This design comes from an exercise in tuning for small area on the open sky130 flow, not from production work.
Where RTL was checked, it was by simulation tests only, not by an equivalence proof against the original.
Function not checked in run 2: the RTL went through the layout flow alone.

==> design/flow/design.v <==
package alb_pkg;
    localparam int SAMPLE_W   = 10;     
    localparam int LEVEL_W    = 5;      
    localparam int CFG_W      = 4;      
    localparam int CFG_IDX_W  = 2;
    localparam int WINDOW_LEN = 10;
    localparam int SUM_W      = 14;     
endpackage
module alb_window (
    input  logic                          aclk,
    input  logic                          aresetn,
    input  logic                          upd,       
    input  logic [alb_pkg::SAMPLE_W-1:0]  in_sample,
    output logic [alb_pkg::SUM_W-1:0]     sum_m10
);
    localparam int N = alb_pkg::WINDOW_LEN;
    localparam int W = alb_pkg::SUM_W;
    logic [alb_pkg::SAMPLE_W-1:0] ent [N];    
    logic [3:0]                   cnt;        
    logic                         first;
    logic [W-1:0]                 op_b, op_c, csa_s, csa_c, sum_next;
    assign first = (cnt == 4'd0);
    assign op_b = first ? {3'b000, in_sample, 1'b0} : {4'b0000, in_sample};
    assign op_c = first ? {1'b0, in_sample, 3'b000} : ~{4'b0000, ent[N-1]};
    always_comb begin
        logic c;
        csa_s    = sum_m10 ^ op_b ^ op_c;
        csa_c    = {(sum_m10[W-2:0] & op_b[W-2:0]) | (sum_m10[W-2:0] & op_c[W-2:0]) | (op_b[W-2:0] & op_c[W-2:0]), !first};
        c        = 1'b0;
        for (int i = 0; i < W; i++) begin
            sum_next[i] = csa_s[i] ^ csa_c[i] ^ c;
            c           = (csa_s[i] & csa_c[i]) | (csa_s[i] & c) | (csa_c[i] & c);
        end
    end
    always_ff @(posedge aclk) begin
        if (upd) begin
            ent[0] <= in_sample;
            for (int i = 1; i < N - 1; i++) begin
                ent[i] <= ent[i-1];
            end
        end
        if (upd && (first || cnt == 4'(N))) begin
            ent[N-1] <= first ? in_sample : ent[N-2];
        end
    end
    always_ff @(posedge aclk) begin
        if (!aresetn) begin
            cnt     <= '0;
            sum_m10 <= 14'h3ff6;    
        end else if (upd) begin
            if (cnt != 4'(N)) begin
                cnt <= cnt + 4'd1;
            end
            sum_m10 <= sum_next;
        end
    end
endmodule
module alb_scale (
    input  logic                       aclk,
    input  logic                       aresetn,
    input  logic                       in_valid,
    output logic                       in_ready,
    input  logic [alb_pkg::SUM_W-1:0]  sum_m10,
    output logic                       out_valid,
    input  logic                       out_ready,
    input  logic [alb_pkg::CFG_W-1:0]  min_level,
    input  logic [alb_pkg::CFG_W-1:0]  max_level,
    output logic [alb_pkg::CFG_W-1:0]  target
);
    function automatic [4:0] div10_step(input [4:0] v);
        case (v)
            5'd10:   div10_step = {1'b1, 4'd0};
            5'd11:   div10_step = {1'b1, 4'd1};
            5'd12:   div10_step = {1'b1, 4'd2};
            5'd13:   div10_step = {1'b1, 4'd3};
            5'd14:   div10_step = {1'b1, 4'd4};
            5'd15:   div10_step = {1'b1, 4'd5};
            5'd16:   div10_step = {1'b1, 4'd6};
            5'd17:   div10_step = {1'b1, 4'd7};
            5'd18:   div10_step = {1'b1, 4'd8};
            5'd19:   div10_step = {1'b1, 4'd9};
            default: div10_step = {1'b0, v[3:0]};
        endcase
    endfunction
    function automatic [13:0] add14(input [13:0] a, input [13:0] b, input cin);
        logic c;
        c = cin;
        for (int i = 0; i < 14; i++) begin
            add14[i] = a[i] ^ b[i] ^ c;
            c        = (a[i] & b[i]) | (a[i] & c) | (b[i] & c);
        end
    endfunction
    logic        va_reg, vp_reg, ra, rp;
    logic [9:0]  a, a_reg;
    logic        zero_reg;
    logic [3:0]  d;
    logic        crossed;
    logic [13:0] p;
    logic [3:0]  p_hi_reg, p_lo_reg;
    logic        p_ones_reg;
    logic [3:0]  quot;
    assign rp       = !vp_reg || out_ready;
    assign ra       = !va_reg || rp;
    assign in_ready = ra;
    always_comb begin
        logic [3:0] r;
        logic [4:0] o;
        r = sum_m10[13:10];
        for (int i = 9; i >= 0; i--) begin
            o    = div10_step({r, sum_m10[i]});
            a[i] = o[4];
            r    = o[3:0];
        end
    end
    always_comb begin
        logic b;
        b = 1'b0;
        for (int i = 0; i < 4; i++) begin
            d[i] = max_level[i] ^ min_level[i] ^ b;
            b    = (!max_level[i] & min_level[i]) | (!(max_level[i] ^ min_level[i]) & b);
        end
        crossed = b;
    end
    always_comb begin
        logic [13:0] acc;
        acc = d[0] ? 14'(a_reg) << 1 : 14'(a_reg);
        acc = add14(acc, d[1] ? 14'(a_reg) << 1 : 14'd0, 1'b0);
        acc = add14(acc, d[2] ? 14'(a_reg) << 2 : 14'd0, 1'b0);
        acc = add14(acc, d[3] ? 14'(a_reg) << 3 : 14'd0, 1'b0);
        p   = acc;
    end
    always_comb begin
        logic cc;
        cc = 1'b1;
        for (int i = 0; i < 4; i++) begin
            cc = (p_lo_reg[i] & p_hi_reg[i]) | (p_lo_reg[i] & cc) | (p_hi_reg[i] & cc);
        end
        cc = cc & p_ones_reg;
        for (int i = 0; i < 4; i++) begin
            quot[i] = p_hi_reg[i] ^ cc;
            cc      = cc & p_hi_reg[i];
        end
    end
    always_comb begin
        logic b;
        b = 1'b0;
        for (int i = 0; i < 4; i++) begin
            target[i] = max_level[i] ^ quot[i] ^ b;
            b         = (!max_level[i] & quot[i]) | (!(max_level[i] ^ quot[i]) & b);
        end
    end
    always_ff @(posedge aclk) begin
        if (!aresetn) begin
            va_reg <= 1'b0;
            vp_reg <= 1'b0;
        end else begin
            if (ra) begin
                va_reg <= in_valid;
            end
            if (rp) begin
                vp_reg <= va_reg;
            end
        end
    end
    always_ff @(posedge aclk) begin
        if (in_valid && ra) begin
            a_reg    <= a;
            zero_reg <= sum_m10[13] & sum_m10[12];
        end
        if (va_reg && rp) begin
            p_hi_reg   <= crossed ? d : (zero_reg ? 4'd0 : p[13:10]);
            p_lo_reg   <= crossed ? 4'hf : p[3:0];
            p_ones_reg <= crossed || (!zero_reg && (&p[9:4]));
        end
    end
    assign out_valid = vp_reg;
endmodule
module alb_level (
    input  logic [alb_pkg::CFG_W-1:0]  target,
    input  logic [alb_pkg::CFG_W-1:0]  level,
    output logic [alb_pkg::CFG_W-1:0]  level_next,
    output logic                       moved
);
    logic below;    
    always_comb begin
        logic b;
        b = 1'b0;
        for (int i = 0; i < 4; i++) begin
            b = (!target[i] & level[i]) | (!(target[i] ^ level[i]) & b);
        end
        below = b;
        moved = (target != level);
    end
    always_comb begin
        logic c;
        c = 1'b0;
        for (int i = 0; i < 4; i++) begin
            level_next[i] = level[i] ^ (i == 0 ? moved : below) ^ c;
            c             = (level[i] & (i == 0 ? moved : below)) | (level[i] & c) | ((i == 0 ? moved : below) & c);
        end
    end
endmodule
module ambient_light_brightness_tracker (
    input  logic                  aclk,
    input  logic                  aresetn,
    input  logic                  cfg_wr_en,
    input  logic [alb_pkg::CFG_IDX_W-1:0]  cfg_index,
    input  logic [alb_pkg::CFG_W-1:0]      cfg_wdata,
    input  logic                  s_valid,
    output logic                  s_ready,
    input  logic [alb_pkg::SAMPLE_W-1:0]   s_light_sample,
    output logic                  m_valid,
    input  logic                  m_ready,
    output logic signed [alb_pkg::LEVEL_W-1:0] m_level,
    output logic                  m_level_written,
    output logic signed [alb_pkg::LEVEL_W-1:0] m_target_level
);
    logic                        auto_enable;
    logic [alb_pkg::CFG_W-1:0]   manual_level, min_level, max_level;
    logic                        v1, r1, r2, upd;
    logic [alb_pkg::SUM_W-1:0]   sum_m10;
    logic [alb_pkg::CFG_W-1:0]   target, level_reg, level_next;
    logic                        moved;
    always_ff @(posedge aclk) begin
        if (!aresetn) begin
            auto_enable  <= 1'b1;
            manual_level <= 4'd8;
            min_level    <= 4'd0;
            max_level    <= 4'd15;
        end else if (cfg_wr_en) begin
            case (cfg_index)
                2'd0: auto_enable  <= cfg_wdata[0];
                2'd1: manual_level <= cfg_wdata;
                2'd2: min_level    <= cfg_wdata;
                2'd3: max_level    <= cfg_wdata;
                default: ;
            endcase
        end
    end
    assign r1      = !v1 || r2;
    assign s_ready = r1;
    assign upd     = s_valid && r1 && auto_enable;
    alb_window u_window (
        .aclk      (aclk),
        .aresetn   (aresetn),
        .upd       (upd),
        .in_sample (s_light_sample),
        .sum_m10   (sum_m10)
    );
    alb_scale u_scale (
        .aclk      (aclk),
        .aresetn   (aresetn),
        .in_valid  (v1),
        .in_ready  (r2),
        .sum_m10   (sum_m10),
        .out_valid (m_valid),
        .out_ready (m_ready),
        .min_level (min_level),
        .max_level (max_level),
        .target    (target)
    );
    alb_level u_level (
        .target     (target),
        .level      (level_reg),
        .level_next (level_next),
        .moved      (moved)
    );
    always_ff @(posedge aclk) begin
        if (!aresetn) begin
            v1        <= 1'b0;
            level_reg <= '0;
        end else begin
            if (r1) begin
                v1 <= s_valid;
            end
            if (m_valid && m_ready && auto_enable) begin
                level_reg <= level_next;
            end
        end
    end
    assign m_level         = auto_enable ? {1'b0, level_next} : {1'b0, manual_level};
    assign m_level_written = auto_enable ? moved : 1'b1;
    assign m_target_level  = auto_enable ? {1'b0, target} : 5'd0;
endmodule
==> design/flow/flow/abc_area.script <==
strash
dch
map -a -B 0.9
strash
dch
map -a -B 0.9
topo
==> design/flow/config.mk <==
export PLATFORM = sky130hd
export DESIGN_NAME = ambient_light_brightness_tracker
export DESIGN_NICKNAME = ambient_light_brightness_tracker
export VERILOG_FILES = /design/flow/design.v
export SDC_FILE = /design/flow/constraint.sdc
export NUM_CORES = 4
export LEC_CHECK = 0
export ABC_AREA = 1
export CAP_MARGIN = 20
export CORE_MARGIN = 2
export CORE_UTILIZATION = 60
export CTS_BUF_LIST = sky130_fd_sc_hd__clkbuf_8
export PLACE_DENSITY = 0.75
export SLEW_MARGIN = 20
==> design/flow/standard.sh <==
#!/bin/bash
# synth_recipe.tcl (not shown) runs the flow's synth.tcl, then flattens the netlist and writes it again
# the make line also repeats each setting of config.mk as NAME=value (left out here)
make -C /OpenROAD-flow-scripts/flow DESIGN_CONFIG=/design/flow/config.mk WORK_HOME=/design/flow/orfs CLKGATE_MAP_FILE= SYNTH_SCRIPT=/design/flow/synth_recipe.tcl "${@:-finish}"
==> design/flow/constraint.sdc <==
create_clock -name core_clock -period 7.0 [get_ports {aclk}]
set_input_delay 1.4000 -clock core_clock [delete_from_list [all_inputs] [get_ports {aclk}]]
set_output_delay 1.4000 -clock core_clock [all_outputs]
set_load 0.01 [all_outputs]
==> design/flow/flow/run.sh <==
#!/bin/bash
# Standard layout, with three changes: ABC maps for area only (flow/abc_area.script
# replaces ORFS's abc_area.script in a copy of the ORFS scripts), the port
# buffers are the smallest buffer, and clock tree synthesis adds no dummy loads.
# Every tool's output goes to a log here.
set -euo pipefail
rm -rf scr
cp -r "$FLOW_HOME/scripts" scr
cp flow/abc_area.script scr/abc_area.script
bash standard.sh SCRIPTS_DIR="$PWD/scr" BUFFER_PORTS_ARGS="-buffer_cell sky130_fd_sc_hd__buf_1" \
    CTS_ARGS="-sink_clustering_enable -repair_clock_nets -buf_list sky130_fd_sc_hd__clkbuf_8 -dont_use_dummy_load" \
    > make_finish.log 2>&1
==> flow_summary.json, run 1 <==
{
  "drcViolationCount": 0,
  "cp.required_ns": 7.27,
  "antenna_found_initial": 0,
  "die_height_um": 118,
  "rows": 41,
  "dp_cells": 913,
  "drt_pass1_iterations": 4,
  "pre_cts_ws_ns": -0.405,
  "drv_cap": 0,
  "layout.cells.non_filler": 931,
  "dp_hpwl_mm": 9.81,
  "start_util": 0.617,
  "die_area_um2": 14000,
  "root_buffer": "clkbuf_8",
  "tns_ns": 0,
  "rsz0062_at_grt": "true",
  "endpoint_kind": "flip-flop",
  "synth-seq-cells": 158,
  "grt_overflow_total": 0,
  "routedWlPerCell_um": 14.7,
  "n_antenna_cell": 0,
  "totalWireLength_mm": 13.7,
  "cts_tree": "built",
  "cts_max_path_buffers": 2,
  "synth_ff_type": "edfxtp_1",
  "arrival_ns": 7.08,
  "async_flop_share": 0,
  "finalSetupViolations": 0,
  "drt_iter0_drc": 227,
  "slew_headroom": 0.263,
  "ys_top_cells_by_count": "edfxtp_1, clkinv_1, nor2_1, nand2_1, o21ai_0",
  "yosysWarnings": 5,
  "synth_top_area_share": 0.461,
  "finClkSkew_ns": 0.0388,
  "cts_made_buffers": 17,
  "first_global_vias": 5175,
  "grt_pass1_wl_mm": 23.1,
  "num_vias": 5055,
  "ioPinCount": 34,
  "outcome": "complete, no violations",
  "antenna_left": 0,
  "path_clk_slew_ns": 0.09,
  "portBuffers": 31,
  "synthCells": 701,
  "path_max_fanout": 3,
  "largest_reg_flops": 100,
  "num-fill-cells": 940,
  "die_w_um": 118,
  "fmax_ghz": 0.147,
  "hp-class": "reg2reg",
  "fin_crit_ns": 6.81,
  "synth.top_cells.by_area": "edfxtp_1, fa_1, dfxtp_1, clkinv_1, nor2_1",
  "grt_max_degree": 73,
  "final_layout_size_suffix_gt1_frac": 0.123,
  "fin_nets": 858,
  "clock_latency_ns": 0.44,
  "gp_congestion": 0.893,
  "cp-start-kind": "flip-flop",
  "synth_most_common_cell": "edfxtp_1",
  "core-area_um2": 12700,
  "syn_to_final_growth_pct": 10.4,
  "via_per_inst": 5.43,
  "finalHoldViolations": 0,
  "criticalPathCategory": "reg2reg",
  "worstMarginPinSlew_ns": 1.10,
  "fin_ws_ns": 0.192,
  "slew_violations": 0,
  "dpl-instance-area_um2": 8250,
  "synth_edf_count": 120,
  "postSynthAreaPerCell_um2": 11.2,
  "syn_area_um2": 7820,
  "synthDistinctLibCells": 29,
  "period_share": 0.973,
  "htreeDepth": 4,
  "track_usage": 0.210,
  "fin_area_um2": 8630,
  "numClockSinks": 158,
  "yosysTopAreaCell": "edfxtp_1",
  "ys_seq_area_frac": 0.558
}
per-stage QoR:
stage                     hold WS, ns  utilization
after floorplan                 0.400            -
after global placement          0.405        0.651
after detailed placement        0.405        0.651
after CTS                       0.411        0.672
after global routing            0.424        0.681
final                           0.410        0.681
path summary, 6_finish.rpt:
| kind | startpoint | to | slack (ns) | depth (start not counted) |
|---|---|---|---|---|
| setup reg to reg | max_level[0] | u_scale.p_hi_reg[2] | 0.19 | 22 |
| hold reg to reg | u_window.ent[5][4] | u_window.ent[6][4] | 0.41 | 0 |
| setup / recovery | max_level[0] | u_scale.p_hi_reg[2] | 0.19 | 22 |
| hold / removal | u_window.ent[5][4] | u_window.ent[6][4] | 0.41 | 0 |
cells in the final DEF, fill, tap and decap left out, drive strengths merged, types with 5 or more instances in the layout:
master  Yosys  final
nor3        8      8
nor2      107    107
or2         9      9
dfxtp      38     38
o22ai       8      8
nand2      71     71
edfxtp    120    120
nand3      14     14
xnor2       5      5
a21oi      51     51
ha         19     19
fa         57     57
clkinv    107    105
buf         2     40
o21ai      65     65
clkbuf      0     19
critical path, cell delays in order (launching register included):
cell and delay (ns):
dfxtp_1 0.33, inv_2 0.05, ha_1 0.18, fa_1 0.55
nor2_1 0.06, ha_2 0.17, clkinv_1 0.06, fa_2 0.19
clkinv_1 0.08, fa_2 0.35, fa_2 0.37, fa_2 0.36
fa_2 0.37, fa_2 0.37, fa_2 0.37, fa_2 0.37
fa_1 0.47, fa_2 0.41, fa_1 0.51, fa_1 0.43
clkinv_1 0.06, fa_1 0.42, o22ai_2 0.12
logic make-up after synthesis:
logic type	after synthesis	share of synthesized area
and+or+nand+nor	213	0.110
DFF	158	0.558
AOI/OAI and AO/OA	137	0.0935
buffers and inverters	109	0.0533
adders and majority gates	76	0.176
xor gates and xnor gates	7	0.00784
other	1	0.000480
area by class of cell:
class	count	area [um2]	share of cell area
Multi-Input combinational cell	435	3210	0.372
Timing Repair Buffer	42	201	0.0233
Tap cell	172	215	0.0249
Inverter	107	404	0.0468
Clock buffer	17	234	0.0271
Sequential cell	158	4360	0.506
routing by layer:
metal,GRT usage,up-vias,share of wire
met5,0,-,0
met4,0.0708,0,0.022
met3,0.0521,24,0.039
met2,0.373,112,0.52
met1,0.250,2466,0.42
li1,-,2453,-
what timing repair did:
item                       in CTS  in global routing
gates cloned                    0                  0
pin swaps                       3                  7
hold buffers                    0                  0
buffers inserted                0                  1
gates resized for setup        14                 36
setup endpoints to repair       1                  7
==> run 2, diff against run 1 <==
--- a/design/flow/design.v
+++ b/design/flow/design.v
@@ -92,7 +92,6 @@
     endfunction
     logic        va_reg, vp_reg, ra, rp;
     logic [9:0]  a, a_reg;
-    logic        zero_reg;
     logic [3:0]  d;
     logic        crossed;
     logic [13:0] p;
@@ -164,13 +163,12 @@
     end
     always_ff @(posedge aclk) begin
         if (in_valid && ra) begin
-            a_reg    <= a;
-            zero_reg <= sum_m10[13] & sum_m10[12];
+            a_reg <= a;
         end
         if (va_reg && rp) begin
-            p_hi_reg   <= crossed ? d : (zero_reg ? 4'd0 : p[13:10]);
+            p_hi_reg   <= crossed ? d : p[13:10];
             p_lo_reg   <= crossed ? 4'hf : p[3:0];
-            p_ones_reg <= crossed || (!zero_reg && (&p[9:4]));
+            p_ones_reg <= crossed || (&p[9:4]);
         end
     end
     assign out_valid = vp_reg;
--- a/design/flow/config.mk
+++ b/design/flow/config.mk
@@ -8,7 +8,7 @@
 export ABC_AREA = 1
 export CAP_MARGIN = 20
 export CORE_MARGIN = 2
-export CORE_UTILIZATION = 60
+export CORE_UTILIZATION = 40
 export CTS_BUF_LIST = sky130_fd_sc_hd__clkbuf_8
-export PLACE_DENSITY = 0.75
+export PLACE_DENSITY = 0.6
 export SLEW_MARGIN = 20
==> run 2 against run 1 <==
  * Wire length is 4.2% lower
  * Clock skew is 0.0051 ns higher
  * Cell area grew 2.0%
  * Maximum frequency increased by 0.29%
  * Count of clock-buffer cells in the layout unchanged
  * Highest routed layer unchanged
  * First-iteration DRC count grew 12%
  * Die area rose by 48%
  * Critical path type unchanged
  * Utilization is 22 points lower
  * Sequential share of layout area down 1.3 points
  * Critical path depth increased by 2
  * Largest cell class unchanged
==> flow_summary.json, run 2 <==
{
  "outcome": "complete, no violations",
  "crit_path_max_incr_delay_ns": 0.53,
  "rsz0062_at_grt": "true",
  "cp-start-kind": "flip-flop",
  "clock_latency_ns": 0.45,
  "slew_violations": 0,
  "synth_top_area_share": 0.458,
  "fin_crit_ns": 6.79,
  "crit_start": "max_level[0]",
  "tns_ns": 0,
  "yosysTopAreaCell": "edfxtp_1",
  "arrival_ns": 6.96,
  "grt_busiest_layer": "met2",
  "cts_tree": "built",
  "num_vias": 4829,
  "final_cell_mix": "edfxtp_1, clkinv_1, nor2_1, nand2_1, o21ai_0",
  "endpoint_kind": "flip-flop",
  "rows": 51,
  "track_usage": 0.138,
  "first_global_vias": 4697,
  "totalWireLength_mm": 13.1,
  "syn_area_um2": 7800,
  "postSynthAreaPerCell_um2": 11.1,
  "hp-class": "reg2reg",
  "antenna_left": 0,
  "drcViolationCount": 0,
  "die_height_um": 144,
  "crit_chain": "clkinv_1 > ha_2 > fa_2 > nor2_2 > ha_2 > clkinv_1 > fa_1 > clkinv_1 > fa_2 > inv_2 > fa_2 > inv_2 > fa_2 > fa_2 > fa_2 > fa_2 > fa_2 > fa_2 > fa_2 > clkinv_1 > fa_2 > fa_2 > fa_1 > o21ai_0",
  "fmax_ghz": 0.147,
  "cts_max_path_buffers": 2,
  "ys_seq_area_frac": 0.555,
  "crit_buf_inv": 6,
  "final_util": 0.457,
  "via_per_inst": 4.68,
  "syn_to_final_growth_pct": 12.9,
  "synth_ff_type": "edfxtp_1",
  "antenna_found_initial": 0,
  "die_area_um2": 20600,
  "timing.rr.end": "u_scale.p_hi_reg[2]",
  "crit_end": "u_scale.p_hi_reg[2]",
  "met2_usage": 0.228,
  "synth.top_cells.by_area": "edfxtp_1, fa_1, dfxtp_1, clkinv_1, nor2_1",
  "fin_area_um2": 8810,
  "final_layout_size_suffix_gt1_frac": 0.144,
  "synth-seq-cells": 157,
  "dp_hpwl_mm": 9.60,
  "grt_util_met3": 0.0353,
  "portBuffers": 31,
  "period_share": 0.970,
  "ioPinCount": 34,
  "async_flop_share": 0,
  "largest_reg_flops": 100,
  "drt_iter0_drc": 254,
  "gp_congestion": 0.742,
  "ys_top_cells_by_count": "edfxtp_1, clkinv_1, nor2_1, nand2_1, o21ai_0",
  "finalSetupViolations": 0,
  "slew_headroom": 0.385,
  "layout_commonest_cell": "edfxtp_1",
  "grt_pass1_wl_mm": 22.2,
  "cpMostUsedCell": "fa_2",
  "cts_made_buffers": 17,
  "grt_overflow_total": 0,
  "reg2regPathDepth": 24,
  "r2r-start": "max_level[0]",
  "root_buffer": "clkbuf_8",
  "synth_edf_count": 119,
  "start_util": 0.405,
  "crit_slowest_cell": "fa_2",
  "path_max_fanout": 3,
  "hold_slack_ns": 0.408,
  "drv_cap": 0,
  "finClkSkew_ns": 0.0438,
  "numClockSinks": 157,
  "yosysWarnings": 5,
  "reg2reg_setup_slack_ns": 0.21,
  "cp.required_ns": 7.17,
  "synth_most_common_cell": "edfxtp_1",
  "htreeDepth": 4,
  "cp_num_cells": 24,
  "core-area_um2": 19300,
  "fin_nets": 865,
  "worstMarginPinSlew_ns": 0.923,
  "drt_pass1_iterations": 4,
  "grt_use_met1": 0.181,
  "criticalPathCategory": "reg2reg",
  "dpl-instance-area_um2": 8420,
  "grt_max_degree": 78,
  "finalHoldViolations": 0,
  "path_clk_slew_ns": 0.09,
  "synthDistinctLibCells": 28,
  "synthCells": 700,
  "die_w_um": 144,
  "worst_path_dominant_cell_family": "adder cells",
  "n_antenna_cell": 0,
  "routedWlPerCell_um": 12.7
}
run 2: cell types whose count changed in the layout (fill, tap and decap cells not counted), sizes merged, moves of 3 or more:
cell / change
o22ai: -4
clkinv: +3
nor2: -14
nand2: +5
buf: +9
a22oi: +3
nor3: +3
run 2: cells by family after synthesis:
group                    Yosys count  synth area share
XOR/XNOR                           8           0.00898
flip-flops                       157             0.555
other                              1          0.000481
AO/OA/AOI/OAI                    138            0.0957
AND/OR/NAND/NOR                  206             0.107
adder cells (fa/ha/maj)           76             0.177
buffers and inverters            114            0.0558
run 2: how the worst min path moves through the flow:
| stage | startpoint | to | slack, ns | cells past startpoint |
|---|---|---|---|---|
| floorplan | u_window.ent[0][0] | u_window.ent[1][0] | 0.40 | 0 |
| global placement | u_window.ent[0][2] | u_window.ent[1][2] | 0.40 | 0 |
| detailed placement | u_window.ent[6][1] | u_window.ent[7][1] | 0.41 | 0 |
| CTS | u_window.ent[5][7] | u_window.ent[6][7] | 0.40 | 0 |
| global route | u_window.ent[0][6] | u_window.ent[1][6] | 0.41 | 0 |
| finish | u_window.ent[5][7] | u_window.ent[6][7] | 0.41 | 0 |
run 2: layout make-up:
type | count | area [um2]
timing repair buffer | 50 | 260
fill | 1830 | 10500
tap | 265 | 332
sequential | 157 | 4340
inverter | 112 | 422
multi-input combinational | 430 | 3220
clock buffer | 17 | 234
run 2: layer usage:
layer,part of all wire,vias up
met3,0.028,11
li1,-,2473
met4,0.012,0
met1,0.49,2293
met5,0,-
met2,0.47,52
run 2: per-stage QoR:
| step | std cells | setup slack, ns |
|---|---|---|
| final | 1031 | 0.211 |
| after global routing | 1031 | -0.0751 |
| after CTS | 1030 | 0.0103 |
| after detailed placement | 1013 | -0.416 |
| after global placement | 1013 | -0.331 |
| after floorplan | 701 | 0.0159 |
run 2: what timing repair did:
action / in CTS / in global routing
hold endpoints to repair: 0 / 0
pin swaps: 1 / 12
setup endpoints to repair: 2 / 7
hold buffers: 0 / 0
resized for setup: 6 / 45
gates cloned: 0 / 0
buffers inserted: 0 / 1
run 2: worst register-to-register path: stages (launching register included):
cell and delay [ns]:
dfxtp_2 0.32, clkinv_1 0.07, ha_2 0.18, fa_2 0.48
nor2_2 0.10, ha_2 0.16, clkinv_1 0.06, fa_1 0.36
clkinv_1 0.07, fa_2 0.43, inv_2 0.08, fa_2 0.20
inv_2 0.05, fa_2 0.38, fa_2 0.34, fa_2 0.35
fa_2 0.35, fa_2 0.35, fa_2 0.35, fa_2 0.53
clkinv_1 0.08, fa_2 0.35, fa_2 0.34, fa_1 0.48
o21ai_0 0.09
==> run 3, diff against run 2 <==
--- a/design/flow/design.v
+++ b/design/flow/design.v
@@ -163,12 +163,12 @@
     end
     always_ff @(posedge aclk) begin
         if (in_valid && ra) begin
-            a_reg <= a;
+            a_reg <= crossed ? 10'h3ff : a;
         end
         if (va_reg && rp) begin
-            p_hi_reg   <= crossed ? d : p[13:10];
-            p_lo_reg   <= crossed ? 4'hf : p[3:0];
-            p_ones_reg <= crossed || (&p[9:4]);
+            p_hi_reg   <= p[13:10];
+            p_lo_reg   <= p[3:0];
+            p_ones_reg <= &p[9:4];
         end
     end
     assign out_valid = vp_reg;
==> run 3 against run 2 <==
  * Synthesized cell count unchanged
  * Synthesized area decreased by 0.34%
  * Critical path type unchanged
  * Non-clock buffer count decreased by 9
  * Cell area decreased by 2.0%
==> flow_summary.json, run 3 <==
{
  "path_max_fanout": 3,
  "period_share": 0.967,
  "synth-simple-area-share": 0.100,
  "drcViolationCount": 0,
  "via_per_inst": 4.86,
  "final_util": 0.457,
  "gp_congestion": 0.809,
  "slew_violations": 0,
  "dp_hpwl_mm": 10.1,
  "synth_top_area_share": 0.460,
  "cp.required_ns": 7.18,
  "synthDistinctLibCells": 28,
  "die_w_um": 143,
  "wl_met3_um": 497,
  "cts_max_path_buffers": 2,
  "synth_xor_area_frac": 0.00788,
  "yosysTopAreaCell": "edfxtp_1",
  "hp-class": "reg2reg",
  "fin_area_um2": 8630,
  "start_util": 0.412,
  "htreeDepth": 4,
  "synth_ff_type": "edfxtp_1",
  "async_flop_share": 0,
  "fmax_ghz": 0.148,
  "synth_top_family_by_area": "adder cells",
  "antenna_left": 0,
  "root_buffer": "clkbuf_8",
  "worstMarginPinSlew_ns": 0.872,
  "reg2reg_setup_slack_ns": 0.23,
  "synth_compound_area_frac": 0.101,
  "clock_latency_ns": 0.46,
  "wl_met2_mm": 6.80,
  "outcome": "complete, no violations",
  "grt_pass1_wl_mm": 22.7,
  "routedWlPerCell_um": 13.2,
  "cts_tree": "built",
  "drt_iter0_drc": 295,
  "arrival_ns": 6.94,
  "syn_area_um2": 7780,
  "die_height_um": 143,
  "n_antenna_cell": 0,
  "largest_reg_flops": 100,
  "track_usage": 0.140,
  "totalWireLength_mm": 13.4,
  "ys_seq_area_frac": 0.557,
  "cts_made_buffers": 17,
  "endpoint_kind": "flip-flop",
  "drt_pass1_iterations": 4,
  "reg2regPathDepth": 24,
  "grt_max_degree": 60,
  "highest-signal-layer": "met4",
  "synth.top_cells.by_area": "edfxtp_1, fa_1, dfxtp_1, clkinv_1, nor2_1",
  "ys_top_cells_by_count": "edfxtp_1, clkinv_1, nor2_1, o21ai_0, nand2_1",
  "final_layout_size_suffix_gt1_frac": 0.0991,
  "cts_hold_buf": 0,
  "first_global_vias": 5027,
  "numClockSinks": 157,
  "portBuffers": 31,
  "fin_crit_ns": 6.77,
  "hold_depth": 0,
  "final_cell_mix": "edfxtp_1, clkinv_1, nor2_1, o21ai_0, nand2_1",
  "grt_overflow_total": 0,
  "num_vias": 4946,
  "fin_nets": 856,
  "criticalPathCategory": "reg2reg",
  "slew_headroom": 0.417,
  "synthCells": 700,
  "core-area_um2": 18900,
  "dp_cells": 1000,
  "path_clk_slew_ns": 0.10,
  "rows": 50,
  "synth_edf_count": 119,
  "layout.cells.non_filler": 1017,
  "yosysWarnings": 5,
  "layout_commonest_cell": "edfxtp_1",
  "muxShareOfSynthArea": 0,
  "finClkSkew_ns": 0.0454,
  "syn_to_final_growth_pct": 11.0,
  "dpl-instance-area_um2": 8330,
  "m1WireLength_mm": 6.01,
  "drv_cap": 0,
  "antenna_found_initial": 0,
  "cp-start-kind": "flip-flop",
  "synth_most_common_cell": "edfxtp_1",
  "die_area_um2": 20600,
  "finalSetupViolations": 0,
  "synth-seq-cells": 157,
  "synthAdderAreaFrac": 0.177,
  "postSynthAreaPerCell_um2": 11.1,
  "finalHoldViolations": 0,
  "ioPinCount": 34
}
-- run 3: changes by cell type in the layout (fill, tap and decap cells not counted), sizes merged, moves of 4 or more --
cell	previous run	this run
o21ai	65	76
a21oi	51	55
nor3	11	5
nand2	76	67
nor2	93	107
nand3	16	11
buf	49	40
-- run 3: through the flow --
| stage | hold WS, ns | worst slack (ns) | TNS (ns) |
|---|---|---|---|
| floorplan | 0.400 | 0.00668 | 0 |
| global placement | 0.403 | -0.219 | -0.250 |
| detailed placement | 0.405 | -0.376 | -0.643 |
| CTS | 0.401 | -0.00935 | -0.00935 |
| global route | 0.407 | -0.0358 | -0.0358 |
| finish | 0.403 | 0.231 | 0 |
-- run 3: worst max-delay path, stage by stage, from the launching register on --
cell and delay, ns:
dfxtp_2 0.33, inv_2 0.04, ha_4 0.15, fa_2 0.49, nor2_2 0.14, ha_2 0.17
clkinv_1 0.07, fa_2 0.33, inv_2 0.06, fa_1 0.41, inv_2 0.08, fa_2 0.19
inv_2 0.04, fa_2 0.33, fa_2 0.35, fa_2 0.34, fa_2 0.36, fa_2 0.40
fa_2 0.36, fa_1 0.55, inv_2 0.05, fa_2 0.38, fa_2 0.34, fa_1 0.49
clkinv_1 0.06
-- run 3: cell type report --
class	count	area, um2
well taps	260	325
clock buffers	17	234
flip-flops and latches	157	4340
repair buffers	41	196
multi-input cells	430	3120
inverters	112	423
fillers	1762	10300
-- run 3: worst paths after layout --
kind                      startpoint             endpoint
hold / removal    u_window.ent[1][3]   u_window.ent[2][3]
setup / recovery        max_level[0]  u_scale.p_hi_reg[2]
setup reg to reg        max_level[0]  u_scale.p_hi_reg[2]
hold reg to reg   u_window.ent[1][3]   u_window.ent[2][3]
-- run 3: logic make-up (layout without fill, tap and decap cells) --
kind of cell    Yosys count  after routing
compound gates          148            148
xor+xnor                  7              7
fa+ha+maj                76             76
other cells               1              2
buf+inv                 114            170
flops                   157            157
simple gates            197            197
-- run 3: layer usage --
layer,up-vias,GRT usage
met5,-,0
met4,0,0.0402
met1,2427,0.172
met2,71,0.246
met3,7,0.0357
li1,2441,-
-- run 3: what timing repair did --
item	in CTS	in global routing
setup endpoints to repair	1	4
buffers inserted	0	0
gates resized for setup	7	23
pin swaps	4	5
==> run 4, diff against run 3 <==
--- a/design/flow/design.v
+++ b/design/flow/design.v
@@ -90,7 +90,7 @@
             c        = (a[i] & b[i]) | (a[i] & c) | (b[i] & c);
         end
     endfunction
-    logic        va_reg, vp_reg, ra, rp;
+    logic        va_reg, vp_reg, adv;
     logic [9:0]  a, a_reg;
     logic [3:0]  d;
     logic        crossed;
@@ -98,9 +98,8 @@
     logic [3:0]  p_hi_reg, p_lo_reg;
     logic        p_ones_reg;
     logic [3:0]  quot;
-    assign rp       = !vp_reg || out_ready;
-    assign ra       = !va_reg || rp;
-    assign in_ready = ra;
+    assign adv      = !vp_reg || out_ready;
+    assign in_ready = adv;
     always_comb begin
         logic [3:0] r;
         logic [4:0] o;
@@ -153,19 +152,17 @@
             va_reg <= 1'b0;
             vp_reg <= 1'b0;
         end else begin
-            if (ra) begin
+            if (adv) begin
                 va_reg <= in_valid;
-            end
-            if (rp) begin
                 vp_reg <= va_reg;
             end
         end
     end
     always_ff @(posedge aclk) begin
-        if (in_valid && ra) begin
+        if (adv) begin
             a_reg <= crossed ? 10'h3ff : a;
         end
-        if (va_reg && rp) begin
+        if (adv) begin
             p_hi_reg   <= p[13:10];
             p_lo_reg   <= p[3:0];
             p_ones_reg <= &p[9:4];
@@ -235,7 +232,7 @@
             endcase
         end
     end
-    assign r1      = !v1 || r2;
+    assign r1      = r2;
     assign s_ready = r1;
     assign upd     = s_valid && r1 && auto_enable;
     alb_window u_window (
--- a/design/flow/config.mk
+++ b/design/flow/config.mk
@@ -10,5 +10,5 @@
 export CORE_MARGIN = 2
 export CORE_UTILIZATION = 40
 export CTS_BUF_LIST = sky130_fd_sc_hd__clkbuf_8
-export PLACE_DENSITY = 0.6
+export PLACE_DENSITY = 0.5
 export SLEW_MARGIN = 20
==> run 4 against run 3 <==
  * Still clean on timing, DRC and antenna
  * Flip-flop and latch count unchanged
  * Worst hold slack improved by 0.0019 ns
  * Utilization increased by 0.11 points
  * Global-route usage increased by 0.39 points
  * First-iteration DRC count decreased by 27%
  * Clock skew decreased by 0.0065 ns
  * Via count decreased by 1.6%
  * Synthesized cell count decreased by 1.0%
  * Maximum frequency increased by 0.72%
==> flow_summary.json, run 4 <==
{
  "outcome": "complete, no violations",
  "slew_violations": 0,
  "cp.required_ns": 7.18,
  "final_util": 0.458,
  "htreeDepth": 4,
  "dp_hpwl_mm": 9.84,
  "die_w_um": 143,
  "min_from": "u_window.ent[3][1]",
  "final_layout_size_suffix_gt1_frac": 0.0942,
  "ys_seq_area_frac": 0.560,
  "drt_iter0_drc": 214,
  "dpl-instance-area_um2": 8300,
  "antenna_found_initial": 0,
  "root_buffer": "clkbuf_8",
  "crit_path_max_incr_delay_ns": 0.55,
  "die_height_um": 143,
  "cts_max_path_buffers": 2,
  "cts_tree": "built",
  "rsz0062_at_grt": "true",
  "endpoint_kind": "flip-flop",
  "path_clk_slew_ns": 0.07,
  "largest_reg_flops": 100,
  "routedWlPerCell_um": 13.2,
  "fin_area_um2": 8620,
  "crit_start": "max_level[0]",
  "synth_top_area_share": 0.461,
  "finClkSkew_ns": 0.0389,
  "slew_headroom": 0.397,
  "reg2regPathDepth": 22,
  "drcViolationCount": 0,
  "portBuffers": 31,
  "fin_nets": 853,
  "gp_congestion": 0.796,
  "syn_to_final_growth_pct": 11.3,
  "synth_most_common_cell": "edfxtp_1",
  "crit_chain": "inv_2 > ha_4 > fa_2 > buf_4 > clkinv_1 > nand2_1 > fa_1 > clkinv_1 > fa_1 > fa_2 > fa_2 > fa_2 > fa_2 > fa_2 > fa_1 > fa_2 > fa_1 > clkinv_1 > fa_1 > fa_2 > fa_1 > clkinv_1",
  "die_area_um2": 20500,
  "async_flop_share": 0,
  "yosysWarnings": 5,
  "n_antenna_cell": 0,
  "ioPinCount": 34,
  "synth_ff_type": "edfxtp_1",
  "clock_latency_ns": 0.45,
  "synthDistinctLibCells": 27,
  "criticalPathCategory": "reg2reg",
  "track_usage": 0.144,
  "ys_top_cells_by_count": "edfxtp_1, clkinv_1, nor2_1, nand2_1, o21ai_0",
  "hp-class": "reg2reg",
  "grt_pass1_wl_mm": 22.9,
  "tns_ns": 0,
  "grt_max_degree": 81,
  "hold_depth": 0,
  "first_global_vias": 4893,
  "syn_area_um2": 7750,
  "rows": 50,
  "numClockSinks": 157,
  "start_util": 0.411,
  "postSynthAreaPerCell_um2": 11.2,
  "fin_crit_ns": 6.72,
  "final_cell_mix": "edfxtp_1, clkinv_1, nor2_1, nand2_1, o21ai_0",
  "synth-seq-cells": 157,
  "fin_ws_ns": 0.279,
  "worstMarginPinSlew_ns": 0.904,
  "synthCells": 693,
  "synth_edf_count": 119,
  "arrival_ns": 6.90,
  "num_vias": 4869,
  "drt_pass1_iterations": 4,
  "cts_made_buffers": 17,
  "pre_cts_ws_ns": -0.370,
  "grt_overflow_total": 0,
  "layout.cells.non_filler": 1014,
  "cp-start-kind": "flip-flop",
  "totalWireLength_mm": 13.4,
  "path_max_fanout": 2,
  "core-area_um2": 18800,
  "layout_commonest_cell": "edfxtp_1",
  "period_share": 0.960,
  "r2r-start": "max_level[0]",
  "cpMostUsedCell": "fa_2",
  "fmax_ghz": 0.149,
  "synth.top_cells.by_area": "edfxtp_1, fa_1, dfxtp_1, clkinv_1, nor2_1",
  "drv_cap": 0,
  "finalSetupViolations": 0,
  "antenna_left": 0,
  "dp_cells": 996,
  "finalHoldViolations": 0,
  "crit_slowest_cell": "fa_2",
  "yosysTopAreaCell": "edfxtp_1",
  "via_per_inst": 4.80
}
==> run 4: layer usage <==
metal	GRT usage	vias up	routed length [um]
li1	-	2426	-
met2	0.239	61	6550
met1	0.186	2371	6270
met4	0.0433	0	147
met5	0	-	0
met3	0.0376	11	439
==> run 4: stage by stage <==
step / hold WS, ns
2_1_floorplan: 0.400
3_3_place_gp: 0.401
3_5_place_dp: 0.405
4_1_cts: 0.401
5_1_grt: 0.414
6_report: 0.405
==> run 4: path summary, 6_finish.rpt <==
path                    endpoint  slack, ns
max          u_scale.p_hi_reg[2]       0.28
min           u_window.ent[4][1]       0.40
max reg2reg  u_scale.p_hi_reg[2]       0.28
min reg2reg   u_window.ent[4][1]       0.40
==> run 4: final cells by class <==
| cell class | instances | area (um2) |
|---|---|---|
| multi-input combinational | 428 | 3100 |
| fill | 1760 | 10200 |
| inverter | 107 | 404 |
| timing repair buffer | 45 | 223 |
| tap | 260 | 325 |
| sequential | 157 | 4340 |
| clock buffer | 17 | 234 |
==> run 4: cells by family (layout without fill, tap and decap cells) <==
logic type | after synthesis | after routing | share of synthesized area
flops | 157 | 157 | 0.560
fa+ha+maj | 76 | 76 | 0.178
compound gates | 133 | 133 | 0.0909
other cells | 1 | 2 | 0.000484
simple gates | 209 | 209 | 0.108
buf+inv | 109 | 169 | 0.0538
xor+xnor | 8 | 8 | 0.00905
==> run 4: timing repair <==
action	4_1_cts	5_1_grt
hold buffers	0	0
buffers inserted	0	1
pin swaps	3	2
setup endpoints to repair	1	6
gates resized for setup	7	23
==> run 4: worst max-delay path: cells and delay by family, from the launching register on <==
kind | cells | cell delay, ns
and+or+nand+nor | 1 | 0.08
adders and majority gates | 15 | 5.64
buffers and inverters | 6 | 0.43
DFF | 1 | 0.32
==> run 5, diff against run 4 <==
--- a/design/flow/config.mk
+++ b/design/flow/config.mk
@@ -10,5 +10,5 @@
 export CORE_MARGIN = 2
 export CORE_UTILIZATION = 40
 export CTS_BUF_LIST = sky130_fd_sc_hd__clkbuf_8
-export PLACE_DENSITY = 0.5
+export PLACE_DENSITY = 0.6
 export SLEW_MARGIN = 20
==> run 5 against run 4 <==
  * Still clean
  * Via count grew 0.72%
  * Critical path depth grew 2
  * Cell count shrank 0.49%
  * Wire length shrank 1.3%
  * Critical endpoint unchanged
  * Sequential share of layout area grew 0.18 points
==> flow_summary.json, run 5 <==
{
  "cts_tree": "built",
  "rows": 50,
  "yosysTopAreaCell": "edfxtp_1",
  "cpMostUsedCell": "fa_2",
  "antenna_found_initial": 0,
  "cp.required_ns": 7.18,
  "path_clk_slew_ns": 0.08,
  "yosysWarnings": 5,
  "final_cell_mix": "edfxtp_1, clkinv_1, nor2_1, nand2_1, o21ai_0",
  "syn_to_final_growth_pct": 11.0,
  "antenna_left": 0,
  "async_flop_share": 0,
  "n_antenna_cell": 0,
  "grt_pass1_wl_mm": 22.7,
  "dp_hpwl_mm": 9.88,
  "pre_cts_ws_ns": -0.364,
  "drv_cap": 0,
  "num_vias": 4904,
  "slew_headroom": 0.323,
  "drt_iter0_drc": 313,
  "cts_made_buffers": 17,
  "via_per_inst": 4.86,
  "crit_slowest_cell": "fa_1",
  "fin_crit_ns": 6.94,
  "rsz0062_at_grt": "true",
  "track_usage": 0.142,
  "worstMarginPinSlew_ns": 1.02,
  "synth_most_common_cell": "edfxtp_1",
  "gp_congestion": 0.806,
  "finalSetupViolations": 0,
  "largest_reg_flops": 100,
  "synth-seq-cells": 157,
  "fmax_ghz": 0.144,
  "start_util": 0.411,
  "synth.top_cells.by_area": "edfxtp_1, fa_1, dfxtp_1, clkinv_1, nor2_1",
  "core-area_um2": 18800,
  "period_share": 0.991,
  "finalHoldViolations": 0,
  "finClkSkew_ns": 0.0241,
  "synthCells": 693,
  "totalWireLength_mm": 13.2,
  "drt_pass1_iterations": 4,
  "drcViolationCount": 0,
  "die_area_um2": 20500,
  "numClockSinks": 157,
  "hp-class": "reg2reg",
  "clock_latency_ns": 0.43,
  "endpoint_kind": "flip-flop",
  "routedWlPerCell_um": 13.1,
  "cp-start-kind": "flip-flop",
  "synth_edf_count": 119,
  "fin_nets": 848,
  "grt_max_degree": 80,
  "htreeDepth": 4,
  "crit_chain": "inv_2 > ha_4 > fa_2 > nor2_2 > ha_2 > inv_2 > fa_2 > inv_2 > fa_2 > inv_2 > fa_2 > inv_2 > fa_2 > fa_2 > fa_2 > fa_2 > fa_2 > fa_2 > fa_1 > inv_2 > fa_2 > fa_2 > fa_1 > inv_2",
  "path_max_fanout": 2,
  "crit_path_max_incr_delay_ns": 0.53,
  "cts_max_path_buffers": 2,
  "first_global_vias": 5045,
  "outcome": "complete, no violations",
  "cts_hold_buf": 0,
  "final_layout_size_suffix_gt1_frac": 0.101,
  "synthDistinctLibCells": 27,
  "ys_top_cells_by_count": "edfxtp_1, clkinv_1, nor2_1, nand2_1, o21ai_0",
  "layout_commonest_cell": "edfxtp_1",
  "worst_path_dominant_cell_family": "adder cells",
  "slew_violations": 0,
  "syn_area_um2": 7750,
  "synth_ff_type": "edfxtp_1",
  "criticalPathCategory": "reg2reg",
  "ys_seq_area_frac": 0.560,
  "arrival_ns": 7.11,
  "num-fill-cells": 1736,
  "crit_buf_inv": 7,
  "die_height_um": 143,
  "die_w_um": 143,
  "postSynthAreaPerCell_um2": 11.2,
  "grt_overflow_total": 0,
  "portBuffers": 31,
  "ioPinCount": 34,
  "root_buffer": "clkbuf_8",
  "synth_top_area_share": 0.461,
  "fin_ws_ns": 0.0647
}
-- run 5: cell counts after synthesis --
No cell type changed its count.
-- run 5: stage by stage --
stage	area [um2]	hold slack, ns	TNS (ns)	std cells	utilization
after floorplan	7770	0.400	0	694	-
after global placement	8260	0.402	-0.556	991	0.439
after detailed placement	8260	0.405	-0.895	991	0.439
after CTS	8510	0.402	0	1008	0.452
after global routing	8590	0.402	-0.182	1009	0.456
final	8590	0.406	0	1009	0.456
-- run 5: cells by family (layout without fill, tap and decap cells) --
group / count (synthesis) / count (layout) / synth area share
other cells: 1 / 2 / 0.000484
xor+xnor: 8 / 8 / 0.00905
buf+inv: 109 / 164 / 0.0538
flops: 157 / 157 / 0.560
simple gates: 209 / 209 / 0.108
fa+ha+maj: 76 / 76 / 0.178
compound gates: 133 / 133 / 0.0909
-- run 5: metal layers --
layer | global-route usage | vias up | part of all wire
li1 | - | 2417 | -
met1 | 0.178 | 2392 | 0.45
met2 | 0.243 | 89 | 0.50
met3 | 0.0342 | 6 | 0.040
met4 | 0.0427 | 0 | 0.0076
met5 | 0 | - | 0
-- run 5: area by class of cell --
cell class,instances,area [um2],share of cell area
clock buffers,17,234,0.0272
repair buffers,40,185,0.0215
well taps,260,325,0.0379
multi-input cells,428,3110,0.362
inverters,107,404,0.0470
flip-flops and latches,157,4340,0.505
-- run 5: what timing repair did --
action                                  CTS  global route
pin swaps                                 3            17
endpoints found under the setup margin    1             5
resized for setup                         6            39
buffers inserted                          0             1
cloned                                    0             0
-- run 5: worst paths after layout --
kind                           start             endpoint  slack (ns)  cells after the start
hold reg to reg   u_window.ent[4][3]   u_window.ent[5][3]        0.41                      0
hold / removal    u_window.ent[4][3]   u_window.ent[5][3]        0.41                      0
setup / recovery        max_level[0]  u_scale.p_hi_reg[2]        0.06                     24
setup reg to reg        max_level[0]  u_scale.p_hi_reg[2]        0.06                     24
-- run 5: worst reg2reg max path, delay by kind of cell (launching register included) --
family	cells	cell delay, ns
buffers and inverters	7	0.33
AND/OR/NAND/NOR	1	0.11
adder cells (fa/ha/maj)	16	5.91
flip-flops	1	0.32
==> run 6, diff against run 5 <==
--- a/design/flow/config.mk
+++ b/design/flow/config.mk
@@ -8,7 +8,7 @@
 export ABC_AREA = 1
 export CAP_MARGIN = 20
 export CORE_MARGIN = 2
-export CORE_UTILIZATION = 40
+export CORE_UTILIZATION = 50
 export CTS_BUF_LIST = sky130_fd_sc_hd__clkbuf_8
-export PLACE_DENSITY = 0.6
+export PLACE_DENSITY = 0.7
 export SLEW_MARGIN = 20
==> run 6 against run 5 <==
  * Worst hold slack worse by 0.011 ns
  * Synthesized area stayed put
  * Non-clock buffer count is 2 higher
  * Count of clock-buffer cells in the layout stayed put
  * Cell area is 0.64% lower
  * Flip-flop and latch count stayed put
  * Critical path depth stayed put
  * Synthesized cell count stayed put
  * Wire length is 3.0% higher
  * Critical path type unchanged
  * Critical endpoint unchanged
==> flow_summary.json, run 6 <==
{
  "finalSetupViolations": 0,
  "start_util": 0.511,
  "antenna_found_initial": 0,
  "drcViolationCount": 0,
  "grt_max_degree": 75,
  "cts_tree": "built",
  "cp.required_ns": 7.16,
  "portBuffers": 31,
  "largest_reg_flops": 100,
  "cp-start-kind": "flip-flop",
  "synth_top_area_share": 0.461,
  "finalHoldViolations": 0,
  "endpoint_kind": "flip-flop",
  "grt_use_met1": 0.218,
  "async_flop_share": 0,
  "grt_util_met3": 0.0466,
  "slew_headroom": 0.289,
  "layout.cells.non_filler": 939,
  "totalWireLength_mm": 13.6,
  "numClockSinks": 157,
  "syn_area_um2": 7750,
  "fin_crit_ns": 6.82,
  "rows": 45,
  "yosysWarnings": 5,
  "track_usage": 0.180,
  "criticalPathCategory": "reg2reg",
  "core-area_um2": 15100,
  "layout_commonest_cell": "edfxtp_1",
  "syn_to_final_growth_pct": 10.2,
  "hp-class": "reg2reg",
  "dp_hpwl_mm": 10.0,
  "fmax_ghz": 0.147,
  "grt_busiest_layer": "met2",
  "slew_violations": 0,
  "clock_latency_ns": 0.44,
  "die_height_um": 128,
  "dp_cells": 921,
  "fin_area_um2": 8540,
  "grt_overflow_total": 0,
  "cts_made_buffers": 17,
  "synthCells": 693,
  "rsz0062_at_grt": "true",
  "synthDistinctLibCells": 27,
  "fin_nets": 850,
  "cts_max_path_buffers": 2,
  "dpl-instance-area_um2": 8190,
  "die_area_um2": 16500,
  "n_antenna_cell": 0,
  "num_vias": 4942,
  "path_max_fanout": 2,
  "outcome": "complete, no violations",
  "first_global_vias": 5049,
  "synth_edf_count": 119,
  "final_layout_size_suffix_gt1_frac": 0.107,
  "ys_top_cells_by_count": "edfxtp_1, clkinv_1, nor2_1, nand2_1, o21ai_0",
  "routedWlPerCell_um": 14.5,
  "die_w_um": 128,
  "gp_congestion": 0.867,
  "postSynthAreaPerCell_um2": 11.2,
  "antenna_left": 0,
  "hold_slack_ns": 0.395,
  "period_share": 0.975,
  "finClkSkew_ns": 0.0326,
  "via_per_inst": 5.26,
  "met2_usage": 0.319,
  "synth.top_cells.by_area": "edfxtp_1, fa_1, dfxtp_1, clkinv_1, nor2_1",
  "htreeDepth": 4,
  "path_clk_slew_ns": 0.08,
  "drt_iter0_drc": 257,
  "root_buffer": "clkbuf_8",
  "drt_pass1_iterations": 5,
  "worstMarginPinSlew_ns": 1.07,
  "drv_cap": 0,
  "ys_seq_area_frac": 0.560,
  "synth-seq-cells": 157,
  "grt_pass1_wl_mm": 23.0,
  "synth_ff_type": "edfxtp_1",
  "arrival_ns": 6.99,
  "final_cell_mix": "edfxtp_1, clkinv_1, nor2_1, nand2_1, o21ai_0",
  "ioPinCount": 34,
  "synth_most_common_cell": "edfxtp_1",
  "yosysTopAreaCell": "edfxtp_1"
}
run 6: logic make-up after synthesis:
| group | after synthesis | share of synthesized area |
|---|---|---|
| AO/OA/AOI/OAI | 133 | 0.0909 |
| XOR/XNOR | 8 | 0.00905 |
| adder cells (fa/ha/maj) | 76 | 0.178 |
| buffers and inverters | 109 | 0.0538 |
| flip-flops | 157 | 0.560 |
| other | 1 | 0.000484 |
| AND/OR/NAND/NOR | 209 | 0.108 |
run 6: metrics by stage:
| stage | setup slack (ns) | util | setup TNS [ns] |
|---|---|---|---|
| 5_1_grt | -0.0589 | 0.564 | -0.0640 |
| 2_1_floorplan | 0.00668 | - | 0 |
| 3_5_place_dp | -0.492 | 0.540 | -1.24 |
| 4_1_cts | -0.0837 | 0.559 | -0.0837 |
| 6_report | 0.176 | 0.564 | 0 |
| 3_3_place_gp | -0.251 | 0.540 | -0.503 |
run 6: layer usage:
| metal | up-vias | wire length (um) | part of all wire |
|---|---|---|---|
| met5 | - | 0 | 0 |
| met4 | 0 | 207 | 0.015 |
| met3 | 15 | 563 | 0.041 |
| met2 | 94 | 7100 | 0.52 |
| met1 | 2418 | 5760 | 0.42 |
| li1 | 2415 | - | - |
run 6: cell type report:
cell class | instances | area, um2
clock buffers | 17 | 234
fillers | 1300 | 6610
inverters | 107 | 413
multi-input cells | 428 | 3120
flip-flops and latches | 157 | 4340
well taps | 188 | 235
repair buffers | 42 | 200
run 6: critical path, stage by stage, from the launching register on:
cell	delay, ns
dfxtp_2	0.32
clkinv_2	0.05
ha_2	0.17
fa_2	0.48
nor2_4	0.13
ha_4	0.14
clkinv_2	0.05
fa_2	0.35
clkinv_2	0.06
fa_2	0.43
clkinv_2	0.06
fa_2	0.18
clkinv_2	0.06
fa_2	0.38
fa_2	0.35
fa_2	0.36
fa_2	0.40
fa_2	0.35
fa_2	0.37
fa_2	0.55
clkinv_2	0.05
fa_2	0.34
fa_2	0.36
fa_1	0.49
clkinv_1	0.05
run 6: path summary, 6_finish.rpt:
| kind | slack, ns | from | cells past startpoint | to |
|---|---|---|---|---|
| worst max register to register | 0.18 | max_level[0] | 24 | u_scale.p_hi_reg[2] |
| worst min-delay path | 0.39 | u_window.ent[5][3] | 0 | u_window.ent[6][3] |
| worst max-delay path | 0.18 | max_level[0] | 24 | u_scale.p_hi_reg[2] |
| worst min register to register | 0.39 | u_window.ent[5][3] | 0 | u_window.ent[6][3] |
run 6: repair_timing:
| item | 4_1_cts | 5_1_grt |
|---|---|---|
| setup buffers | 1 | 0 |
| pin swaps | 17 | 7 |
| endpoints found under the setup margin | 2 | 6 |
| hold buffers | 0 | 0 |
| gates resized for setup | 22 | 24 |
==> run 7, diff against run 6 <==
--- a/design/flow/design.v
+++ b/design/flow/design.v
@@ -97,7 +97,7 @@
     logic [13:0] p;
     logic [3:0]  p_hi_reg, p_lo_reg;
     logic        p_ones_reg;
-    logic [3:0]  quot;
+    logic        c;
     assign adv      = !vp_reg || out_ready;
     assign in_ready = adv;
     always_comb begin
@@ -133,18 +133,14 @@
         for (int i = 0; i < 4; i++) begin
             cc = (p_lo_reg[i] & p_hi_reg[i]) | (p_lo_reg[i] & cc) | (p_hi_reg[i] & cc);
         end
-        cc = cc & p_ones_reg;
-        for (int i = 0; i < 4; i++) begin
-            quot[i] = p_hi_reg[i] ^ cc;
-            cc      = cc & p_hi_reg[i];
-        end
-    end
-    always_comb begin
-        logic b;
-        b = 1'b0;
-        for (int i = 0; i < 4; i++) begin
-            target[i] = max_level[i] ^ quot[i] ^ b;
-            b         = (!max_level[i] & quot[i]) | (!(max_level[i] ^ quot[i]) & b);
+        c = cc & p_ones_reg;
+    end
+    always_comb begin
+        logic cc;
+        cc = !c;
+        for (int i = 0; i < 4; i++) begin
+            target[i] = max_level[i] ^ !p_hi_reg[i] ^ cc;
+            cc        = (max_level[i] & !p_hi_reg[i]) | (max_level[i] & cc) | (!p_hi_reg[i] & cc);
         end
     end
     always_ff @(posedge aclk) begin
--- a/design/flow/config.mk
+++ b/design/flow/config.mk
@@ -8,7 +8,7 @@
 export ABC_AREA = 1
 export CAP_MARGIN = 20
 export CORE_MARGIN = 2
-export CORE_UTILIZATION = 50
+export CORE_UTILIZATION = 40
 export CTS_BUF_LIST = sky130_fd_sc_hd__clkbuf_8
-export PLACE_DENSITY = 0.7
+export PLACE_DENSITY = 0.6
 export SLEW_MARGIN = 20
==> run 7 against run 6 <==
  * Still clean
  * Via count shrank 2.2%
  * Critical path depth is 2 lower
  * Clock skew grew 0.0061 ns
  * Cell count up 7.7%
  * First-iteration DRC count is 4.3% lower
==> flow_summary.json, run 7 <==
{
  "portBuffers": 31,
  "cts_made_buffers": 17,
  "totalWireLength_mm": 13.2,
  "postSynthAreaPerCell_um2": 11.2,
  "drcViolationCount": 0,
  "first_global_vias": 4976,
  "largest_reg_flops": 100,
  "finClkSkew_ns": 0.0387,
  "synth_ff_type": "edfxtp_1",
  "finalHoldViolations": 0,
  "synth-seq-cells": 157,
  "synthDistinctLibCells": 28,
  "synth_edf_count": 119,
  "path_clk_slew_ns": 0.10,
  "fin_crit_ns": 6.83,
  "routedWlPerCell_um": 13.1,
  "clock_latency_ns": 0.46,
  "syn_to_final_growth_pct": 11.0,
  "cts_hold_buf": 0,
  "synth_most_common_cell": "edfxtp_1",
  "grt_pass1_wl_mm": 22.4,
  "num_vias": 4833,
  "drt_pass1_iterations": 5,
  "cp.required_ns": 7.20,
  "dp_hpwl_mm": 9.76,
  "synthCells": 691,
  "period_share": 0.976,
  "criticalPathCategory": "reg2reg",
  "final_layout_size_suffix_gt1_frac": 0.0972,
  "numClockSinks": 157,
  "yosysWarnings": 5,
  "slew_violations": 0,
  "cts_tree": "built",
  "dp_cells": 991,
  "slew_headroom": 0.418,
  "antenna_found_initial": 0,
  "rows": 50,
  "final_cell_mix": "edfxtp_1, clkinv_1, nor2_1, nand2_1, o21ai_0",
  "async_flop_share": 0,
  "drv_cap": 0,
  "fmax_ghz": 0.146,
  "layout_commonest_cell": "edfxtp_1",
  "fin_nets": 847,
  "via_per_inst": 4.78,
  "gp_congestion": 0.791,
  "cp-start-kind": "flip-flop",
  "syn_area_um2": 7720,
  "layout.cells.non_filler": 1011,
  "arrival_ns": 7.03,
  "die_height_um": 143,
  "ys_seq_area_frac": 0.561,
  "ys_top_cells_by_count": "edfxtp_1, clkinv_1, nor2_1, nand2_1, o21ai_0",
  "hp-class": "reg2reg",
  "endpoint_kind": "flip-flop",
  "ioPinCount": 34,
  "n_antenna_cell": 0,
  "antenna_left": 0,
  "core-area_um2": 18800,
  "start_util": 0.410,
  "tns_ns": 0,
  "synth.top_cells.by_area": "edfxtp_1, fa_1, dfxtp_1, clkinv_1, nor2_1",
  "die_area_um2": 20400,
  "grt_max_degree": 59,
  "synth_top_area_share": 0.463,
  "htreeDepth": 4,
  "yosysTopAreaCell": "edfxtp_1",
  "worstMarginPinSlew_ns": 0.873,
  "die_w_um": 143,
  "root_buffer": "clkbuf_8",
  "cts_max_path_buffers": 2,
  "path_max_fanout": 2,
  "track_usage": 0.141,
  "finalSetupViolations": 0,
  "outcome": "complete, no violations",
  "hold_slack_ns": 0.388,
  "drt_iter0_drc": 246,
  "grt_overflow_total": 0
}
## run 7: cell count changes in the layout (fill, tap and decap cells not counted), sizes merged, moves of 3 or more
cell	change
ha	-4
nand2	+4
nor3	-4
a21oi	-3
maj3	+3
## run 7: metrics by stage
stage | utilization | instance area, um2 | worst slack, ns
after floorplan | - | 7760 | 0.0316
after global placement | 0.439 | 8260 | -0.209
after detailed placement | 0.439 | 8260 | -0.288
after CTS | 0.452 | 8510 | 0.0192
after global routing | 0.455 | 8570 | -0.00784
final | 0.455 | 8570 | 0.169
## run 7: layout make-up
type | count | area (um2)
fill | 1767 | 10300
sequential | 157 | 4340
multi-input combinational | 424 | 3050
inverter | 109 | 410
tap | 260 | 325
clock buffer | 17 | 234
timing repair buffer | 44 | 216
## run 7: cells by family (layout without fill, tap and decap cells)
group,Yosys count,after routing,synth area share
xor gates and xnor gates,7,7,0.00794
adders and majority gates,76,76,0.179
buffers and inverters,111,170,0.0549
and+or+nand+nor,212,212,0.109
DFF,157,157,0.561
other,1,2,0.000486
AOI/OAI and AO/OA,127,127,0.0873
## run 7: worst max-delay path: stages (launching register included)
cell	delay (ns)
dfxtp_2	0.34
clkinv_1	0.07
ha_2	0.17
fa_2	0.55
nor2_2	0.05
ha_2	0.17
inv_2	0.06
fa_2	0.18
clkinv_1	0.08
fa_2	0.34
fa_2	0.34
fa_2	0.34
fa_2	0.35
fa_2	0.44
fa_2	0.41
fa_2	0.41
fa_2	0.39
fa_2	0.58
inv_2	0.04
fa_2	0.38
fa_2	0.35
fa_1	0.49
clkinv_1	0.06
## run 7: repair_timing
| item | in CTS | in global routing |
|---|---|---|
| cloned | 0 | 0 |
| buffers inserted | 1 | 2 |
| pin swaps | 3 | 5 |
| endpoints found under the setup margin | 1 | 7 |
| resized for setup | 4 | 24 |
## run 7: final timing paths
path	start	to	slack (ns)	cells past startpoint
worst min-delay path	u_window.ent[5][5]	u_window.ent[6][5]	0.39	0
worst max register to register	max_level[0]	u_scale.p_hi_reg[2]	0.17	22
worst max-delay path	max_level[0]	u_scale.p_hi_reg[2]	0.17	22
worst min register to register	u_window.ent[5][5]	u_window.ent[6][5]	0.39	0
## run 7: routing by layer
metal / vias up / routed length [um] / track usage / part of all wire
li1: 2409 / - / - / -
met1: 2351 / 5950 / 0.172 / 0.45
met2: 64 / 6720 / 0.242 / 0.51
met3: 9 / 468 / 0.0288 / 0.035
met4: 0 / 120 / 0.0610 / 0.0091
met5: - / 0 / 0 / 0

==> afterwards: timing with drivers on the ports <==
In the flow no input, the clock included, has a driving cell. The finished layouts below were timed again as built, in two steps.
Step 1 assumes that a clkbuf_16 drives the clock port and a buf_2 every other input.
Step 2 adds t to the input delays and takes it off the output delays; t is the mean of the earliest and latest rising clock arrival at the registers after step 1. Input paths then give back, and output paths get back, about the clock's delay inside the block.
a / b / c = ideal / step 1 / step 2; a / b = the first two.
| run | shift t [ns] | slack for setup (ns) | worst setup path after step 2 |
|---|---|---|---|
| run 1 | 0.461 | 0.192 / 0.192 / -0.234 | input to register |
| run 2 | 0.462 | 0.211 / 0.211 / -0.103 | input to register |
| run 3 | 0.474 | 0.231 / 0.231 / -0.219 | input to register |
| run 4 | 0.466 | 0.279 / 0.279 / -0.163 | input to register |
| run 5 | 0.459 | 0.065 / 0.065 / -0.147 | input to register |
| run 6 | 0.463 | 0.176 / 0.176 / -0.203 | input to register |
| run 7 | 0.478 | 0.169 / 0.169 / -0.184 | input to register |
Met with ideal ports but missed after step 2: setup timing in every run listed. For run 3, which loses most, drivers alone change the setup slack by 0.000 ns; drivers and shift together by -0.450 ns.
